Background: an optimization exercise with open tools, aiming at small area and a short achievable clock period. Do not read the settings as production practice. Function was checked by simulation only, so behaviour that the tests miss may differ from the original.

==> trial 44: inputs <==
==> flow/design.v <==
package pio_pkg;
  typedef union packed {
    struct packed {
      logic [2:0] op;
      logic [4:0] delay;
      logic [2:0] op1;           
      logic [4:0] op2;           
    } gen;
    struct packed {
      logic [2:0] op;
      logic [4:0] delay;
      logic [2:0] dest;
      logic [1:0] mov_op;        
      logic [2:0] mov_src;
    } mov;
  } instr_t;
endpackage
module pio_sm_top (
  input  logic                   clk,
  input  logic                   rst_n,
  input  logic                   en,                
  input  logic [15:0]            instr,
  input  logic [32-1:0] input_pins,
  input  logic [32-1:0] din,               
  input  logic                   empty,
  input  logic                   full,
  input  logic                   jmp_pin,
  input  logic [4:0]             pend,
  input  logic [4:0]             wrap_target,
  input  logic [4:0]             pins_out_base,
  input  logic [5:0]             pins_out_count,
  input  logic [4:0]             pins_set_base,
  input  logic [2:0]             pins_set_count,
  input  logic [4:0]             pins_in_base,
  input  logic                   out_shift_dir,     
  input  logic                   in_shift_dir,      
  input  logic [4:0]             osr_threshold,
  output logic [5-1:0] pc,
  output logic                   push,
  output logic                   pull,
  output logic [32-1:0] dout,              
  output logic [32-1:0] output_pins,
  output logic [32-1:0] pin_directions
);
  logic [2:0] op, op1;
  logic [4:0] dly, op2;
  logic [1:0] mov_op;
  logic [2:0] mov_src;
  assign {op, dly, op1, op2} = instr;
  assign mov_op  = instr[4:3];
  assign mov_src = instr[2:0];
  logic [31:0] x, y, isr, osr;
  logic [5:0]  osr_cnt;
  logic [4:0]  dcnt;
  logic is_jmp, is_wait, is_in, is_out, is_pp, is_mov, is_set;
  assign is_jmp  = (op == 3'd0);
  assign is_wait = (op == 3'd1);
  assign is_in   = (op == 3'd2);
  assign is_out  = (op == 3'd3);
  assign is_pp   = (op == 3'd4);
  assign is_mov  = (op == 3'd5);
  assign is_set  = (op == 3'd7);
  logic       go, waiting, fire, wpin;
  logic [4:0] wp_idx;
  assign go      = en && (dcnt == 5'd0);
  assign wp_idx  = op2 + (op1[0] ? pins_in_base : 5'd0);
  assign wpin    = input_pins[wp_idx];
  assign waiting = (is_wait && !op1[1] && (wpin != op1[2])) ||
                   (is_pp && op1[0] && (op1[2] ? empty : full));
  assign fire    = go && !waiting;
  logic [31:0] lm, hm;
  logic [4:0]  nneg;
  always_comb begin
    for (int i = 0; i < 32; i++) begin
      lm[i]      = (op2 == 5'd0) || (op2 > 5'(i));
      hm[31-i]   = lm[i];
    end
  end
  assign nneg = 5'd0 - op2;
  logic [4:0]  r1_amt;
  logic [31:0] r1_in, r1;
  logic [31:0] r1_s [6];
  assign r1_amt  = is_out ? (out_shift_dir ? op2 : nneg) : pins_in_base;
  assign r1_in   = is_out ? osr : input_pins;
  assign r1_s[0] = r1_in;
  for (genvar k = 0; k < 5; k++) begin : g_r1
    assign r1_s[k+1] = r1_amt[k] ? {r1_s[k][(1<<k)-1:0], r1_s[k][31:(1<<k)]} : r1_s[k];
  end
  assign r1 = r1_s[5];
  logic [31:0] out_data, osr_sh;
  always_comb begin
    for (int i = 0; i < 32; i++) begin
      out_data[i] = lm[i] && (out_shift_dir ? osr[i] : r1[i]);
      osr_sh[i]   = r1[i] && !(out_shift_dir ? hm[i] : lm[i]);
    end
  end
  logic [2:0]  src_sel;
  logic [31:0] sv, mv, nv;
  assign src_sel = is_mov ? mov_src : op1;
  always_comb begin
    case (src_sel)
      3'd0: sv = r1;
      3'd1:    sv = x;
      3'd2:    sv = y;
      3'd6:  sv = isr;
      3'd7:  sv = osr;
      default:   sv = '0;
    endcase
  end
  always_comb begin
    mv = sv;
    if (is_mov && mov_op == 2'd1) mv = ~sv;
    else if (is_mov && mov_op == 2'd2)
      for (int i = 0; i < 32; i++) mv[i] = sv[31-i];
  end
  always_comb begin
    case (op)
      3'd3:      nv = out_data;
      3'd4: nv = op1[2] ? (empty ? x : din) : 32'd0;
      3'd0,
      3'd7:      nv = {27'd0, op2};
      default:      nv = mv;
    endcase
  end
  logic [4:0]  pbase, r2_amt;
  logic [31:0] r2_in, r2, isr_sh;
  logic [31:0] r2_s [6];
  assign pbase  = is_set ? pins_set_base : pins_out_base;
  assign r2_amt = is_in ? (in_shift_dir ? nneg : op2) : pbase;
  always_comb begin
    for (int i = 0; i < 32; i++)
      r2_in[i] = (is_in && !(in_shift_dir && lm[i])) ? isr[i] : nv[i];
  end
  assign r2_s[0] = r2_in;
  for (genvar k = 0; k < 5; k++) begin : g_r2
    assign r2_s[k+1] = r2_amt[k] ? {r2_s[k][31-(1<<k):0], r2_s[k][31:32-(1<<k)]} : r2_s[k];
  end
  assign r2 = r2_s[5];
  always_comb begin
    for (int i = 0; i < 32; i++)
      isr_sh[i] = (!in_shift_dir && lm[i]) ? nv[i] : r2[i];
  end
  logic [5:0]  pcnt, psum;
  logic [31:0] wmask;
  assign pcnt = is_set ? {3'd0, pins_set_count} : pins_out_count;
  assign psum = {1'b0, pbase} + {1'b0, pcnt[4:0]};
  always_comb begin
    for (int i = 0; i < 32; i++) begin
      if (pcnt[5])      wmask[i] = 1'b1;
      else if (psum[5]) wmask[i] = (5'(i) >= pbase) || (5'(i) < psum[4:0]);
      else              wmask[i] = (5'(i) >= pbase) && (5'(i) < psum[4:0]);
    end
  end
  logic x_nz, y_nz, jmp_take;
  assign x_nz = (x != 32'd0);
  assign y_nz = (y != 32'd0);
  always_comb begin
    case (op1)
      3'd0:    jmp_take = 1'b1;
      3'd1:    jmp_take = !x_nz;
      3'd2:    jmp_take = x_nz;
      3'd3:    jmp_take = !y_nz;
      3'd4:    jmp_take = y_nz;
      3'd5:    jmp_take = (x != y);
      3'd6:    jmp_take = jmp_pin;
      default: jmp_take = (osr_cnt < {1'b0, osr_threshold});
    endcase
  end
  logic wr_dst, wr_x, wr_y, dec_x, dec_y, ld_isr, sh_isr, ld_osr, sh_osr;
  logic wr_pc, wr_pins, wr_dirs;
  assign wr_dst  = fire && (is_out || is_mov || is_set);
  assign wr_x    = wr_dst && (op1 == 3'd1);
  assign wr_y    = wr_dst && (op1 == 3'd2);
  assign wr_pins = wr_dst && (op1 == 3'd0);
  assign wr_dirs = fire && (is_out || is_set) && (op1 == 3'd4);
  assign dec_x   = fire && is_jmp && (op1 == 3'd2) && x_nz;
  assign dec_y   = fire && is_jmp && (op1 == 3'd4) && y_nz;
  assign ld_isr  = fire && (((is_out || is_mov) && op1 == 3'd6) || (is_pp && !op1[2]));
  assign sh_isr  = fire && is_in && (op1 != 3'd4) && (op1 != 3'd5);
  assign ld_osr  = fire && ((is_mov && op1 == 3'd7) || (is_pp && op1[2]));
  assign sh_osr  = fire && is_out;
  assign wr_pc   = fire && ((is_jmp && jmp_take) || ((is_out || is_mov) && op1 == 3'd5));
  assign push = go && is_pp && !op1[2] && !full;
  assign pull = go && is_pp && op1[2] && !empty;
  assign dout = push ? isr : 32'd0;
  logic [5:0] osr_sum, osr_cnt_sh;
  assign osr_sum    = osr_cnt + {1'b0, op2};
  assign osr_cnt_sh = ((op2 == 5'd0) || (osr_sum > 6'd32)) ? 6'd32 : osr_sum;
  always_ff @(posedge clk or negedge rst_n) begin
    if (!rst_n) begin
      x              <= '0;
      y              <= '0;
      isr            <= '0;
      osr            <= '0;
      osr_cnt        <= 6'd32;
      dcnt           <= '0;
      pc             <= '0;
      output_pins    <= '0;
      pin_directions <= '0;
    end else begin
      if (wr_x)       x <= nv;
      else if (dec_x) x <= x - 1'b1;
      if (wr_y)       y <= nv;
      else if (dec_y) y <= y - 1'b1;
      if (ld_isr)      isr <= nv;
      else if (sh_isr) isr <= isr_sh;
      if (ld_osr) begin
        osr     <= nv;
        osr_cnt <= '0;
      end else if (sh_osr) begin
        osr     <= osr_sh;
        osr_cnt <= osr_cnt_sh;
      end
      if (en) begin
        if (dcnt != 5'd0) dcnt <= dcnt - 1'b1;
        else if (fire)    dcnt <= dly;
      end
      if (wr_pc)     pc <= nv[4:0];
      else if (fire) pc <= (pc == pend) ? wrap_target : pc + 1'b1;
      for (int i = 0; i < 32; i++) begin
        if (wr_pins && wmask[i]) output_pins[i]    <= r2[i];
        if (wr_dirs && wmask[i]) pin_directions[i] <= r2[i];
      end
    end
  end
endmodule
==> flow/run.sh <==
#!/bin/bash
# synth_recipe.tcl (not shown) runs the flow's synth.tcl, then flattens the netlist and writes it again
# the make line also repeats each setting of config.mk as NAME=value (left out here)
make -C /OpenROAD-flow-scripts/flow DESIGN_CONFIG=/design/flow/config.mk WORK_HOME=/design/flow/orfs CLKGATE_MAP_FILE= SYNTH_SCRIPT=/design/flow/synth_recipe.tcl finish
==> flow/config.mk <==
export PLATFORM = sky130hd
export DESIGN_NAME = pio_sm_top
export DESIGN_NICKNAME = pio_sm_top
export VERILOG_FILES = /design/flow/design.v
export SDC_FILE = /design/flow/constraint.sdc
export NUM_CORES = 4
export LEC_CHECK = 0
export CAP_MARGIN = 40
export CORE_MARGIN = 2
export CORE_UTILIZATION = 30
export PLACE_DENSITY = 0.5
export SLEW_MARGIN = 40
==> flow/constraint.sdc <==
create_clock -name core_clock -period 11.0 [get_ports {clk}]
set_input_delay 2.2000 -clock core_clock [delete_from_list [all_inputs] [get_ports {clk}]]
set_output_delay 2.2000 -clock core_clock [all_outputs]
set_load 0.01 [all_outputs]
==> trial 95: changes against trial 44 <==
--- a/flow/design.v
+++ b/flow/design.v
@@ -95,31 +95,29 @@
     end
   end
-  logic [2:0]  src_sel;
-  logic [31:0] sv, mv, nv;
-  assign src_sel = is_mov ? mov_src : op1;
-  always_comb begin
-    case (src_sel)
-      3'd0: sv = r1;
-      3'd1:    sv = x;
-      3'd2:    sv = y;
-      3'd6:  sv = isr;
-      3'd7:  sv = osr;
-      default:   sv = '0;
-    endcase
-  end
-  always_comb begin
-    mv = sv;
-    if (is_mov && mov_op == 2'd1) mv = ~sv;
-    else if (is_mov && mov_op == 2'd2)
-      for (int i = 0; i < 32; i++) mv[i] = sv[31-i];
-  end
-  always_comb begin
-    case (op)
-      3'd3:      nv = out_data;
-      3'd4: nv = op1[2] ? (empty ? x : din) : 32'd0;
-      3'd0,
-      3'd7:      nv = {27'd0, op2};
-      default:      nv = mv;
-    endcase
+  logic        src_in, src_mov, rev, inv;
+  logic        s_pins, s_x, s_y, s_isr, s_osr, s_din, s_op2;
+  logic [31:0] nv;
+  assign src_in  = is_in;
+  assign src_mov = is_mov;
+  assign rev     = is_mov && (mov_op == 2'd2);
+  assign inv     = is_mov && (mov_op == 2'd1);
+  assign s_pins  = (src_in && op1 == 3'd0) || (src_mov && mov_src == 3'd0);
+  assign s_x     = (src_in && op1 == 3'd1)    || (src_mov && mov_src == 3'd1) ||
+                   (is_pp && op1[2] && empty);
+  assign s_y     = (src_in && op1 == 3'd2)    || (src_mov && mov_src == 3'd2);
+  assign s_isr   = (src_in && op1 == 3'd6)  || (src_mov && mov_src == 3'd6);
+  assign s_osr   = (src_in && op1 == 3'd7)  || (src_mov && mov_src == 3'd7);
+  assign s_din   = is_pp && op1[2] && !empty;
+  assign s_op2   = is_jmp || is_set;
+  logic [31:0] sv, mv;
+  always_comb begin
+    for (int i = 0; i < 32; i++)
+      sv[i] = (s_pins && r1[i]) || (s_x && x[i]) || (s_y && y[i]) || (s_isr && isr[i]) ||
+              (s_osr && osr[i]);
+    for (int i = 0; i < 32; i++)
+      mv[i] = rev ? sv[31-i] : (inv ^ sv[i]);
+    for (int i = 0; i < 32; i++)
+      nv[i] = (mv[i] || (is_out && out_data[i]) || (s_din && din[i]) ||
+                     (s_op2 && i < 5 && op2[i % 5]));
   end
   logic [4:0]  pbase, r2_amt;
@@ -152,4 +150,15 @@
     end
   end
+  logic [31:0] x_dec, y_dec, x_low0, y_low0;
+  always_comb begin
+    x_low0[0] = 1'b1;
+    y_low0[0] = 1'b1;
+    for (int i = 1; i < 32; i++) begin
+      x_low0[i] = x_low0[i-1] && !x[i-1];
+      y_low0[i] = y_low0[i-1] && !y[i-1];
+    end
+  end
+  assign x_dec = x ^ x_low0;
+  assign y_dec = y ^ y_low0;
   logic x_nz, y_nz, jmp_take;
   assign x_nz = (x != 32'd0);
@@ -200,7 +209,7 @@
     end else begin
       if (wr_x)       x <= nv;
-      else if (dec_x) x <= x - 1'b1;
+      else if (dec_x) x <= x_dec;
       if (wr_y)       y <= nv;
-      else if (dec_y) y <= y - 1'b1;
+      else if (dec_y) y <= y_dec;
       if (ld_isr)      isr <= nv;
       else if (sh_isr) isr <= isr_sh;
==> flow/flow/run.sh (new file) <==
#!/bin/bash
set -euo pipefail
bash standard.sh 'BUFFER_PORTS_ARGS=-buffer_cell sky130_fd_sc_hd__buf_2' finish > flow_make.log 2>&1
==> flow/standard.sh (new file) <==
#!/bin/bash
# synth_recipe.tcl (not shown) runs the flow's synth.tcl, then flattens the netlist and writes it again
# the make line also repeats each setting of config.mk as NAME=value (left out here)
make -C /OpenROAD-flow-scripts/flow DESIGN_CONFIG=/design/flow/config.mk WORK_HOME=/design/flow/orfs CLKGATE_MAP_FILE= SYNTH_SCRIPT=/design/flow/synth_recipe.tcl "${@:-finish}"
ABC_AREA = 1   (was unset)
CAP_MARGIN = 20   (was 40)
CORE_UTILIZATION = 45   (was 30)
CTS_BUF_LIST = sky130_fd_sc_hd__clkbuf_8   (was unset)
CTS_CLUSTER_DIAMETER = 80   (was unset)
CTS_CLUSTER_SIZE = 10   (was unset)
PLACE_DENSITY = 0.62   (was 0.5)
SETUP_SLACK_MARGIN = 5   (was unset)
SLEW_MARGIN = 20   (was 40)
removed: flow/run.sh
==> trial 89: changes against trial 44 <==
--- a/flow/design.v
+++ b/flow/design.v
@@ -95,31 +95,28 @@
     end
   end
-  logic [2:0]  src_sel;
-  logic [31:0] sv, mv, nv;
-  assign src_sel = is_mov ? mov_src : op1;
-  always_comb begin
-    case (src_sel)
-      3'd0: sv = r1;
-      3'd1:    sv = x;
-      3'd2:    sv = y;
-      3'd6:  sv = isr;
-      3'd7:  sv = osr;
-      default:   sv = '0;
-    endcase
-  end
-  always_comb begin
-    mv = sv;
-    if (is_mov && mov_op == 2'd1) mv = ~sv;
-    else if (is_mov && mov_op == 2'd2)
-      for (int i = 0; i < 32; i++) mv[i] = sv[31-i];
-  end
-  always_comb begin
-    case (op)
-      3'd3:      nv = out_data;
-      3'd4: nv = op1[2] ? (empty ? x : din) : 32'd0;
-      3'd0,
-      3'd7:      nv = {27'd0, op2};
-      default:      nv = mv;
-    endcase
+  logic        src_in, src_mov, rev, inv;
+  logic        s_pins, s_x, s_y, s_isr, s_osr, s_din, s_op2;
+  logic [31:0] nv;
+  assign src_in  = is_in;
+  assign src_mov = is_mov;
+  assign rev     = is_mov && (mov_op == 2'd2);
+  assign inv     = is_mov && (mov_op == 2'd1);
+  assign s_pins  = (src_in && op1 == 3'd0) || (src_mov && mov_src == 3'd0);
+  assign s_x     = (src_in && op1 == 3'd1)    || (src_mov && mov_src == 3'd1) ||
+                   (is_pp && op1[2] && empty);
+  assign s_y     = (src_in && op1 == 3'd2)    || (src_mov && mov_src == 3'd2);
+  assign s_isr   = (src_in && op1 == 3'd6)  || (src_mov && mov_src == 3'd6);
+  assign s_osr   = (src_in && op1 == 3'd7)  || (src_mov && mov_src == 3'd7);
+  assign s_din   = is_pp && op1[2] && !empty;
+  assign s_op2   = is_jmp || is_set;
+  always_comb begin
+    for (int i = 0; i < 32; i++) begin
+      nv[i] = inv ^ (
+        (!rev && ((s_pins && r1[i])    || (s_x && x[i])    || (s_y && y[i]) ||
+                  (s_isr && isr[i])    || (s_osr && osr[i]))) ||
+        (rev  && ((s_pins && r1[31-i]) || (s_x && x[31-i]) || (s_y && y[31-i]) ||
+                  (s_isr && isr[31-i]) || (s_osr && osr[31-i]))) ||
+        (is_out && out_data[i]) || (s_din && din[i]) || (s_op2 && i < 5 && op2[i % 5]));
+    end
   end
   logic [4:0]  pbase, r2_amt;
@@ -152,4 +149,15 @@
     end
   end
+  logic [31:0] x_dec, y_dec, x_low0, y_low0;
+  always_comb begin
+    x_low0[0] = 1'b1;
+    y_low0[0] = 1'b1;
+    for (int i = 1; i < 32; i++) begin
+      x_low0[i] = x_low0[i-1] && !x[i-1];
+      y_low0[i] = y_low0[i-1] && !y[i-1];
+    end
+  end
+  assign x_dec = x ^ x_low0;
+  assign y_dec = y ^ y_low0;
   logic x_nz, y_nz, jmp_take;
   assign x_nz = (x != 32'd0);
@@ -200,7 +208,7 @@
     end else begin
       if (wr_x)       x <= nv;
-      else if (dec_x) x <= x - 1'b1;
+      else if (dec_x) x <= x_dec;
       if (wr_y)       y <= nv;
-      else if (dec_y) y <= y - 1'b1;
+      else if (dec_y) y <= y_dec;
       if (ld_isr)      isr <= nv;
       else if (sh_isr) isr <= isr_sh;
ABC_AREA = 1   (was unset)
CAP_MARGIN = 20   (was 40)
CORE_UTILIZATION = 45   (was 30)
CTS_BUF_LIST = sky130_fd_sc_hd__clkbuf_4 sky130_fd_sc_hd__clkbuf_8   (was unset)
PLACE_DENSITY = 0.62   (was 0.5)
SETUP_SLACK_MARGIN = 4.5   (was unset)
SLEW_MARGIN = 20   (was 40)
==> flow_summary_export.csv <==
group,metric,value,unit
power_and_ir_drop,p_comb_share,46.6,%
synth,synthSimpleGateAreaFrac,22.8,%
worst_setup_path,cp.required,11.54,ns
grt,antenna_found_initial,18,
grt,grt_pass1_vias,29500,
placed_design,preCtsSetupSlack,1.92,ns
drt,wl_per_cell,41.3,um
run_status,run_status,"finished clean",
synth,synth_top_cell_by_area,"dfrtp_1",
synth,synth-compound-area-share,33.8,%
The numbers above come from trial 44.

==> flow_summary_export.csv <==
group,metric,value,unit
synth,synthSimpleGateAreaFrac,44.8,%
run_status,run_status,"finished clean",
placed_design,preCtsSetupSlack,2.04,ns
synth,synth-compound-area-share,15.6,%
final_layout,areaGrowthSynthToFinish,23.5,%
grt,grt_pass1_vias,28500,
grt,antenna_found_initial,7,
worst_setup_path,cp.required,11.50,ns
power_and_ir_drop,p_comb_share,49.9,%
drt,wl_per_cell,28.8,um
drt,drt_iter0_drc,6192,
synth,synth_top_cell_by_area,"nand3_1",
drt,wl_met1,53.1,mm
The numbers above come from trial 89.

==> flow_summary_export.csv <==
group,metric,value,unit
placed_design,preCtsSetupSlack,3.18,ns
grt,grt_pass1_vias,26300,
synth,synth-compound-area-share,16.4,%
drt,wl,126,mm
worst_setup_path,r2r_start,"y[0]",
grt,grt_overflow,0,
synth,synthTopCellsByCount,"953 x nand2_1, 803 x nand3_1, 421 x inv_1, 277 x nor2_1, 218 x o21ai_0",
worst_setup_path,cp.required,8.80,ns
synth,synth_top_cell_by_area,"dfrtp_1",
run_status,run_status,"finished clean",
worst_setup_path,worstSetupPathType,"in -> out",
drt,wl_per_cell,27.6,um
hold_path,min_delay_worst_endpoint,"isr[8]",
power_and_ir_drop,p_comb_share,51.1,%
The numbers above come from trial 95.

what the ideal ports hide:
Ports are ideal in the flow. The routed layouts listed here were re-timed in OpenROAD. Step 1: set_driving_cell puts a clkbuf_16 on clk and a buf_2 on each other input, an assumption about the parent block. Step 2 times the ports against the registers' clock, not the clock port: input delays grow and output delays shrink by t, the midpoint of the rising clock arrivals with the driver on. Slacks: no drivers / after step 1 / after step 2; pairs: no drivers / after step 1.
| run | t (ns) | setup slack, ns | worst slew at a driven data input, ns |
|---|---|---|---|
| trial 44 | 0.688 | 2.264 / 2.316 / 1.628 | 0.06 |
| trial 95 | 0.706 | 5.035 / 5.016 / 4.418 | 0.06 |
| trial 89 | 0.690 | 4.440 / 4.476 / 3.786 | 0.06 |
After both steps setup and hold are still met in every run listed. The setup slack of trial 89, which loses most, moves by +0.036 ns with the drivers and by -0.654 ns with both steps.
